Context: an optimization exercise on an open-source flow, tuned for small area, a short achievable clock period and few clock cycles. The choices shown serve that exercise and are no tape-out recipe.
Only simulation tests tie the RTL to the original design; equivalence was not proved.
Power is estimated from default activity; no workload was simulated.

rev 12:
==> flow/design.v <==
`timescale 1ns / 1ps
package dfr_pkg;
    localparam int unsigned MIN_FRAME_BYTES = 1 + 4 + 1 + 2 + 4;
    localparam int unsigned HEADER_BYTES    = 8;
    localparam int unsigned MIC_BYTES       = 4;
    localparam logic [31:0] CRC_INIT     = 32'hFFFF_FFFF;
    localparam logic [31:0] CRC_POLY     = 32'hEDB8_8320;
    localparam logic [7:0]  FOPTS_MASK   = 8'h0F;
    localparam logic [7:0]  VERSION_MASK = 8'h03;
    typedef enum logic [1:0] {
        KIND_OPTION  = 2'd0,
        KIND_PAYLOAD = 2'd1,
        KIND_SUMMARY = 2'd2
    } kind_t;
    typedef enum logic [2:0] {
        ST_OK       = 3'd0,
        ST_SHORT    = 3'd1,
        ST_MISMATCH = 3'd2,
        ST_OVERRUN  = 3'd3,
        ST_TOO_LONG = 3'd4
    } status_t;
    typedef struct packed {
        kind_t       kind;
        logic [7:0]  byte_value;
        status_t     status;
        logic [2:0]  message_type;
        logic [1:0]  major_version;
        logic [31:0] device_address;
        logic [7:0]  frame_control;
        logic [15:0] frame_counter;
        logic [7:0]  payload_length;
        logic        last_of_run;
    } result_t;
    localparam int unsigned RESULT_W = 2 + 8 + 3 + 3 + 2 + 32 + 8 + 16 + 8 + 1;
    typedef struct packed {
        logic    byte_valid;
        logic    sum_valid;
        result_t byte_res;
        result_t sum_res;
    } push_t;
endpackage
`timescale 1ns / 1ps
`timescale 1ns / 1ps
`timescale 1ns / 1ps
module mac_frame_deframer_crc32 (
    input  logic        clk,
    input  logic        rst_n,
    input  logic        in_valid,
    output logic        in_ready,
    input  logic [7:0]  in_data,
    input  logic        in_eof,
    output logic        out_valid,
    input  logic        out_ready,
    output logic [1:0]  out_kind,
    output logic [7:0]  out_byte_value,
    output logic [2:0]  out_status,
    output logic [2:0]  out_message_type,
    output logic [1:0]  out_major_version,
    output logic [31:0] out_device_address,
    output logic [7:0]  out_frame_control,
    output logic [15:0] out_frame_counter,
    output logic [7:0]  out_payload_length,
    output logic        out_last_of_run
);
    localparam logic [31:0] CRC_POLY    = 32'hEDB8_8320;
    localparam logic [31:0] CRC_RESIDUE = 32'hDEBB_20E3;
    localparam logic [2:0] ST_OK = 3'd0, ST_SHORT = 3'd1, ST_MISMATCH = 3'd2,
                           ST_OVERRUN = 3'd3, ST_TOO_LONG = 3'd4;
    function automatic [31:0] crc32_byte(input [31:0] crc_in, input [7:0] data);
        integer k;
        begin
            crc32_byte = crc_in ^ {24'd0, data};
            for (k = 0; k < 8; k = k + 1)
            begin
                if (crc32_byte[0])
                    crc32_byte = (crc32_byte >> 1) ^ CRC_POLY;
                else
                    crc32_byte = crc32_byte >> 1;
            end
        end
    endfunction
    logic        rdy;                   
    logic        ov;                    
    logic        gs;                    
    logic [7:0]  g_n;                   
    logic        gp;                    
    logic [7:0]  dl0, dl1, dl2, dl3;    
    logic        fresh;                 
    logic        first;                 
    logic        hcap;                  
    logic        body;                  
    logic        rb;                    
    logic        rl;                    
    logic [7:0]  cnt;                   
    logic [31:0] crc;
    logic [7:0]  hdr0_n, hdr5_n;
    logic [31:0] hdr_addr_n;
    logic [15:0] hdr_cnt_n;
    logic [3:0]  nopt;
    logic       r_v, r_pay, r_lor;
    logic [7:0] r_byte;
    logic       k_v, k_pay, k_lor;
    logic [7:0] k_byte;
    logic       sp1, sp2, sv, q2;
    logic       s_chk;                  
    logic       s_ovr;
    logic [2:0] s_status;
    logic [7:0] s_plen;
    logic [3:0] s_vc;                   
    logic       take, push, pop_r, pop_s, eof_t, busy, load_s, load_q;
    logic       r_v_n, k_v_n, sp1_n, sv_n, q2_n, ge3_n, rdy_n, body_n;
    logic [4:0] optlim;
    logic       pay;
    assign take   = in_valid && rdy;
    assign eof_t  = take && in_eof;
    assign push   = in_valid && rb;
    assign nopt   = ~hdr5_n[3:0];
    assign optlim = 5'd12 + {1'b0, nopt};
    assign pay    = {3'd0, optlim} <= cnt;
    assign pop_r  = out_ready && r_v;
    assign pop_s  = out_ready && !r_v && sv;
    assign busy   = sp1 || sp2 || sv || q2;
    assign load_s = in_valid && in_eof && rl;
    assign load_q = q2 && !sp1 && !sp2 && !sv;
    assign r_v_n = k_v || push || (r_v && !out_ready);
    assign k_v_n = r_v && !out_ready && (k_v || push);
    assign sp1_n = load_s;
    assign sv_n  = sp2 || load_q || (sv && !pop_s);
    assign q2_n  = (q2 && !load_q) || (eof_t && busy);
    assign rdy_n  = !k_v_n && !((sp1_n || sp1 || sv_n || q2_n) && (ge3_n || q2_n));
    assign body_n = take ? (!in_eof && (cnt >= 8'd11) && (cnt <= 8'd253)) : body;
    assign ge3_n = take ? (!in_eof && (cnt >= 8'd2)) : (cnt >= 8'd3);
    always_ff @(posedge clk or negedge rst_n)
    begin
        if (!rst_n)
        begin
            rdy   <= 1'b0;
            rb    <= 1'b0;
            rl    <= 1'b0;
            ov    <= 1'b0;
            r_v   <= 1'b0;
            k_v   <= 1'b0;
            sp1   <= 1'b0;
            sp2   <= 1'b0;
            sv    <= 1'b0;
            q2    <= 1'b0;
            cnt   <= 8'd0;
            fresh <= 1'b0;
            first <= 1'b0;
            hcap  <= 1'b0;
            body  <= 1'b0;
        end
        else
        begin
            rdy   <= rdy_n;
            rb    <= rdy_n && body_n;
            rl    <= rdy_n && !(sp1_n || sp1 || sv_n || q2_n);
            ov    <= r_v_n || sv_n;
            r_v   <= r_v_n;
            k_v   <= k_v_n;
            sp1   <= sp1_n;
            sp2   <= sp1;
            sv    <= sv_n;
            q2    <= q2_n;
            fresh <= take;
            if (take)
            begin
                first <= !in_eof && (cnt == 8'd0);
                hcap  <= !in_eof && (cnt >= 8'd3) && (cnt <= 8'd10);
                body  <= body_n;
                if (in_eof)
                    cnt <= 8'd0;
                else if (cnt != 8'd255)
                    cnt <= cnt + 8'd1;
            end
            else
                hcap <= 1'b0;
        end
    end
    always_ff @(posedge clk)
    begin
        gs <= !r_v_n;
        for (int i = 0; i < 8; i++)
            g_n[i] <= !(!r_v_n && !load_q && (s_vc > 4'(i)));
        gp <= !r_v_n && !load_q && s_vc[3];
    end
    always_ff @(posedge clk)
    begin
        if (take)
        begin
            dl0 <= dl1;
            dl1 <= dl2;
            dl2 <= dl3;
            dl3 <= in_data;
        end
    end
    always_ff @(posedge clk)
    begin
        if (fresh)
        begin
            crc <= crc32_byte(crc | {32{first}}, dl3);
        end
        if (hcap)
        begin
            case (cnt[2:0])
                3'd4: hdr0_n <= ~dl0;
                3'd5: hdr_addr_n[7:0] <= ~dl0;
                3'd6: hdr_addr_n[15:8] <= ~dl0;
                3'd7: hdr_addr_n[23:16] <= ~dl0;
                3'd0: hdr_addr_n[31:24] <= ~dl0;
                3'd1: hdr5_n <= ~dl0;
                3'd2: hdr_cnt_n[7:0] <= ~dl0;
                default: hdr_cnt_n[15:8] <= ~dl0;
            endcase
        end
    end
    always_ff @(posedge clk)
    begin
        if (!r_v || out_ready)
        begin
            if (k_v)
            begin
                r_pay  <= k_pay;
                r_lor  <= k_lor;
                r_byte <= k_byte;
            end
            else if (rb)
            begin
                r_pay  <= pay;
                r_lor  <= !in_eof;
                r_byte <= dl0;
            end
            else
            begin
                r_pay  <= 1'b0;
                r_lor  <= 1'b1;
                r_byte <= 8'd0;
            end
        end
        if (!k_v)
        begin
            k_pay  <= pay;
            k_lor  <= !in_eof;
            k_byte <= dl0;
        end
    end
    logic       mm;
    logic [8:0] plen_d;                 
    assign mm     = crc != CRC_RESIDUE;
    assign plen_d = {1'b0, s_plen} - {5'd0, nopt};
    always_ff @(posedge clk)
    begin
        if (load_s || load_q)
        begin
            s_vc  <= load_q ? 4'd0 :
                     (cnt >= 8'd11) ? 4'd8 : (cnt >= 8'd4) ? 4'(cnt - 8'd3) : 4'd0;
            s_chk <= !load_q && (cnt != 8'd255) && (cnt >= 8'd11);
        end
        if (sp1)
            s_ovr <= plen_d[8];
        if (load_s || load_q || (sp2 && s_chk && (mm || s_ovr)))
        begin
            if (load_q)
                s_status <= ST_SHORT;
            else if (sp2)
                s_status <= mm ? ST_MISMATCH : ST_OVERRUN;
            else if (cnt == 8'd255)
                s_status <= ST_TOO_LONG;
            else if (cnt < 8'd11)
                s_status <= ST_SHORT;
            else
                s_status <= ST_OK;
        end
        if (load_s || load_q || sp1 || (sp2 && s_chk && (mm || s_ovr)))
        begin
            if (load_q || sp2)
                s_plen <= 8'd0;
            else if (sp1)
                s_plen <= s_chk ? plen_d[7:0] : 8'd0;
            else
                s_plen <= cnt - 8'd11;
        end
    end
    assign in_ready           = rdy;
    assign out_valid          = ov;
    assign out_kind           = {gs, r_pay};
    assign out_byte_value     = r_byte;
    assign out_last_of_run    = r_lor;
    assign out_status         = s_status & {3{gs}};
    assign out_payload_length = s_plen & {8{gp}};
    assign out_message_type   = ~(hdr0_n[7:5] | {3{g_n[0]}});
    assign out_major_version  = ~(hdr0_n[1:0] | {2{g_n[0]}});
    assign out_device_address = ~(hdr_addr_n | {{8{g_n[4]}}, {8{g_n[3]}}, {8{g_n[2]}}, {8{g_n[1]}}});
    assign out_frame_control  = ~(hdr5_n | {8{g_n[5]}});
    assign out_frame_counter  = ~(hdr_cnt_n | {{8{g_n[7]}}, {8{g_n[6]}}});
endmodule
export LEC_CHECK = 0
export CAP_MARGIN = 20
export CORE_MARGIN = 2
export CORE_UTILIZATION = 60
export CTS_BUF_LIST = sky130_fd_sc_hd__clkbuf_4 sky130_fd_sc_hd__clkbuf_8
export GPL_ROUTABILITY_DRIVEN = 1
export PLACE_DENSITY = 0.75
export SETUP_SLACK_MARGIN = 2.75
export SLEW_MARGIN = 20
create_clock -name core_clock -period 5.0 [get_ports {clk}]
standard.sh (not shown) runs the stock make flow with config.mk's settings and CLKGATE_MAP_FILE= SYNTH_SCRIPT=/design/flow/synth_recipe.tcl, a recipe that flattens the netlist after the stock synthesis.
==> flow/flow/run.sh <==
#!/bin/bash
# The standard layout, with the smallest buffer on each port and no dummy
# loads in the clock tree.
set -euo pipefail
export BUFFER_PORTS_ARGS="-buffer_cell sky130_fd_sc_hd__buf_1"
export CTS_ARGS="-sink_clustering_enable -repair_clock_nets -dont_use_dummy_load -buf_list {sky130_fd_sc_hd__clkbuf_4 sky130_fd_sc_hd__clkbuf_8}"
bash standard.sh > standard_flow.log 2>&1
Testbench counts of rev 12, summed over its fixed seeds: cycles 71,984.
Changes in rev 13 relative to rev 12:
diff --git a/flow/design.v b/flow/design.v
--- a/flow/design.v
+++ b/flow/design.v
@@ -81,18 +81,15 @@
     endfunction
     logic        rdy;                   
     logic        ov;                    
     logic        gs;                    
     logic [7:0]  g_n;                   
-    logic        gp;                    
     logic [7:0]  dl0, dl1, dl2, dl3;    
     logic        fresh;                 
     logic        first;                 
     logic        hcap;                  
     logic        body;                  
-    logic        rb;                    
-    logic        rl;                    
     logic [7:0]  cnt;                   
     logic [31:0] crc;
     logic [7:0]  hdr0_n, hdr5_n;
     logic [31:0] hdr_addr_n;
     logic [15:0] hdr_cnt_n;
@@ -106,39 +103,35 @@
     logic       s_ovr;
     logic [2:0] s_status;
     logic [7:0] s_plen;
     logic [3:0] s_vc;                   
     logic       take, push, pop_r, pop_s, eof_t, busy, load_s, load_q;
-    logic       r_v_n, k_v_n, sp1_n, sv_n, q2_n, ge3_n, rdy_n, body_n;
+    logic       r_v_n, k_v_n, sp1_n, sv_n, q2_n, ge3_n;
     logic [4:0] optlim;
     logic       pay;
     assign take   = in_valid && rdy;
     assign eof_t  = take && in_eof;
-    assign push   = in_valid && rb;
+    assign push   = take && body;
     assign nopt   = ~hdr5_n[3:0];
     assign optlim = 5'd12 + {1'b0, nopt};
     assign pay    = {3'd0, optlim} <= cnt;
     assign pop_r  = out_ready && r_v;
     assign pop_s  = out_ready && !r_v && sv;
     assign busy   = sp1 || sp2 || sv || q2;
-    assign load_s = in_valid && in_eof && rl;
+    assign load_s = eof_t && !busy;
     assign load_q = q2 && !sp1 && !sp2 && !sv;
     assign r_v_n = k_v || push || (r_v && !out_ready);
     assign k_v_n = r_v && !out_ready && (k_v || push);
     assign sp1_n = load_s;
     assign sv_n  = sp2 || load_q || (sv && !pop_s);
     assign q2_n  = (q2 && !load_q) || (eof_t && busy);
-    assign rdy_n  = !k_v_n && !((sp1_n || sp1 || sv_n || q2_n) && (ge3_n || q2_n));
-    assign body_n = take ? (!in_eof && (cnt >= 8'd11) && (cnt <= 8'd253)) : body;
     assign ge3_n = take ? (!in_eof && (cnt >= 8'd2)) : (cnt >= 8'd3);
     always_ff @(posedge clk or negedge rst_n)
     begin
         if (!rst_n)
         begin
             rdy   <= 1'b0;
-            rb    <= 1'b0;
-            rl    <= 1'b0;
             ov    <= 1'b0;
             r_v   <= 1'b0;
             k_v   <= 1'b0;
             sp1   <= 1'b0;
             sp2   <= 1'b0;
@@ -150,13 +143,11 @@
             hcap  <= 1'b0;
             body  <= 1'b0;
         end
         else
         begin
-            rdy   <= rdy_n;
-            rb    <= rdy_n && body_n;
-            rl    <= rdy_n && !(sp1_n || sp1 || sv_n || q2_n);
+            rdy   <= !k_v_n && !((sp1_n || sp1 || sv_n || q2_n) && (ge3_n || q2_n));
             ov    <= r_v_n || sv_n;
             r_v   <= r_v_n;
             k_v   <= k_v_n;
             sp1   <= sp1_n;
             sp2   <= sp1;
@@ -165,11 +156,11 @@
             fresh <= take;
             if (take)
             begin
                 first <= !in_eof && (cnt == 8'd0);
                 hcap  <= !in_eof && (cnt >= 8'd3) && (cnt <= 8'd10);
-                body  <= body_n;
+                body  <= !in_eof && (cnt >= 8'd11) && (cnt <= 8'd253);
                 if (in_eof)
                     cnt <= 8'd0;
                 else if (cnt != 8'd255)
                     cnt <= cnt + 8'd1;
             end
@@ -180,11 +171,10 @@
     always_ff @(posedge clk)
     begin
         gs <= !r_v_n;
         for (int i = 0; i < 8; i++)
             g_n[i] <= !(!r_v_n && !load_q && (s_vc > 4'(i)));
-        gp <= !r_v_n && !load_q && s_vc[3];
     end
     always_ff @(posedge clk)
     begin
         if (take)
         begin
@@ -222,11 +212,11 @@
             begin
                 r_pay  <= k_pay;
                 r_lor  <= k_lor;
                 r_byte <= k_byte;
             end
-            else if (rb)
+            else if (body)
             begin
                 r_pay  <= pay;
                 r_lor  <= !in_eof;
                 r_byte <= dl0;
             end
@@ -245,11 +235,11 @@
         end
     end
     logic       mm;
     logic [8:0] plen_d;                 
     assign mm     = crc != CRC_RESIDUE;
-    assign plen_d = {1'b0, s_plen} - {5'd0, nopt};
+    assign plen_d = {1'b0, s_plen} - 9'd11 - {5'd0, nopt};
     always_ff @(posedge clk)
     begin
         if (load_s || load_q)
         begin
             s_vc  <= load_q ? 4'd0 :
@@ -276,20 +266,20 @@
             if (load_q || sp2)
                 s_plen <= 8'd0;
             else if (sp1)
                 s_plen <= s_chk ? plen_d[7:0] : 8'd0;
             else
-                s_plen <= cnt - 8'd11;
+                s_plen <= cnt;
         end
     end
     assign in_ready           = rdy;
     assign out_valid          = ov;
     assign out_kind           = {gs, r_pay};
     assign out_byte_value     = r_byte;
     assign out_last_of_run    = r_lor;
     assign out_status         = s_status & {3{gs}};
-    assign out_payload_length = s_plen & {8{gp}};
+    assign out_payload_length = s_plen & ~g_n;
     assign out_message_type   = ~(hdr0_n[7:5] | {3{g_n[0]}});
     assign out_major_version  = ~(hdr0_n[1:0] | {2{g_n[0]}});
     assign out_device_address = ~(hdr_addr_n | {{8{g_n[4]}}, {8{g_n[3]}}, {8{g_n[2]}}, {8{g_n[1]}}});
     assign out_frame_control  = ~(hdr5_n | {8{g_n[5]}});
     assign out_frame_counter  = ~(hdr_cnt_n | {{8{g_n[7]}}, {8{g_n[6]}}});
==> comparison <==
- Compared with rev 12, in rev 13 amount of wire on met2 after detailed routing moved up; routed wire length moved up; core area moved down; share of the synthesized netlist area taken by xor and xnor gates moved up.
- Rev 13 has die area below what rev 12 had.
- Going from rev 12 to rev 13, area after synthesis -2.1%, worst hold slack lower, power saw a decrease, fmax fell 2.8%, number of flip-flops and latches in the synthesized netlist down 3.
- Rev 12 ended up with hdr_addr_n[14]$_DFFE_PP_ as its startpoint of the worst setup timing path; rev 13 ended up with hdr5_n[1]$_DFFE_PP_.
- Rev 12 ended up with flip-flop to output port as its type of the worst setup path; rev 13 ended up with flip-flop to flip-flop.
- Changes observed in rev 13 relative to rev 12: simple-gate share of the synthesized area decreased by 1.0 points relative to the old numbers; number of buffers inserted to repair setup after CTS has increased.
Testbench counts of rev 13, summed over its fixed seeds: cycles 71,984.

## static timing again, ports no longer ideal
How much do the figures lean on ideal ports? The routed layouts below were timed once more, with nothing changed but the port constraints.
Step 1 (the two cells are an assumption about what drives the block):
set clk [get_ports {clk}]
set_driving_cell -lib_cell sky130_fd_sc_hd__clkbuf_16 $clk
set_driving_cell -lib_cell sky130_fd_sc_hd__buf_2 [delete_from_list [all_inputs] $clk]
Step 2 times the ports against the registers' clock, not the clock port: input delays grow and output delays shrink by t, the midpoint of the rising clock arrivals with the driver on.
a / b / c = ideal ports / drivers / drivers and shift; a / b = the first two.
run	shift t [ns]	setup slack, ns	latest minus earliest clock arrival (ns)
rev 12	0.479	2.813 / 2.775 / 2.422	0.033 / 0.033
rev 13	0.486	2.749 / 2.733 / 2.373	0.035 / 0.036
After both steps setup and hold are still met in every run listed. For rev 12, which loses most, drivers alone change the setup slack by -0.038 ns; drivers and shift together by -0.391 ns.
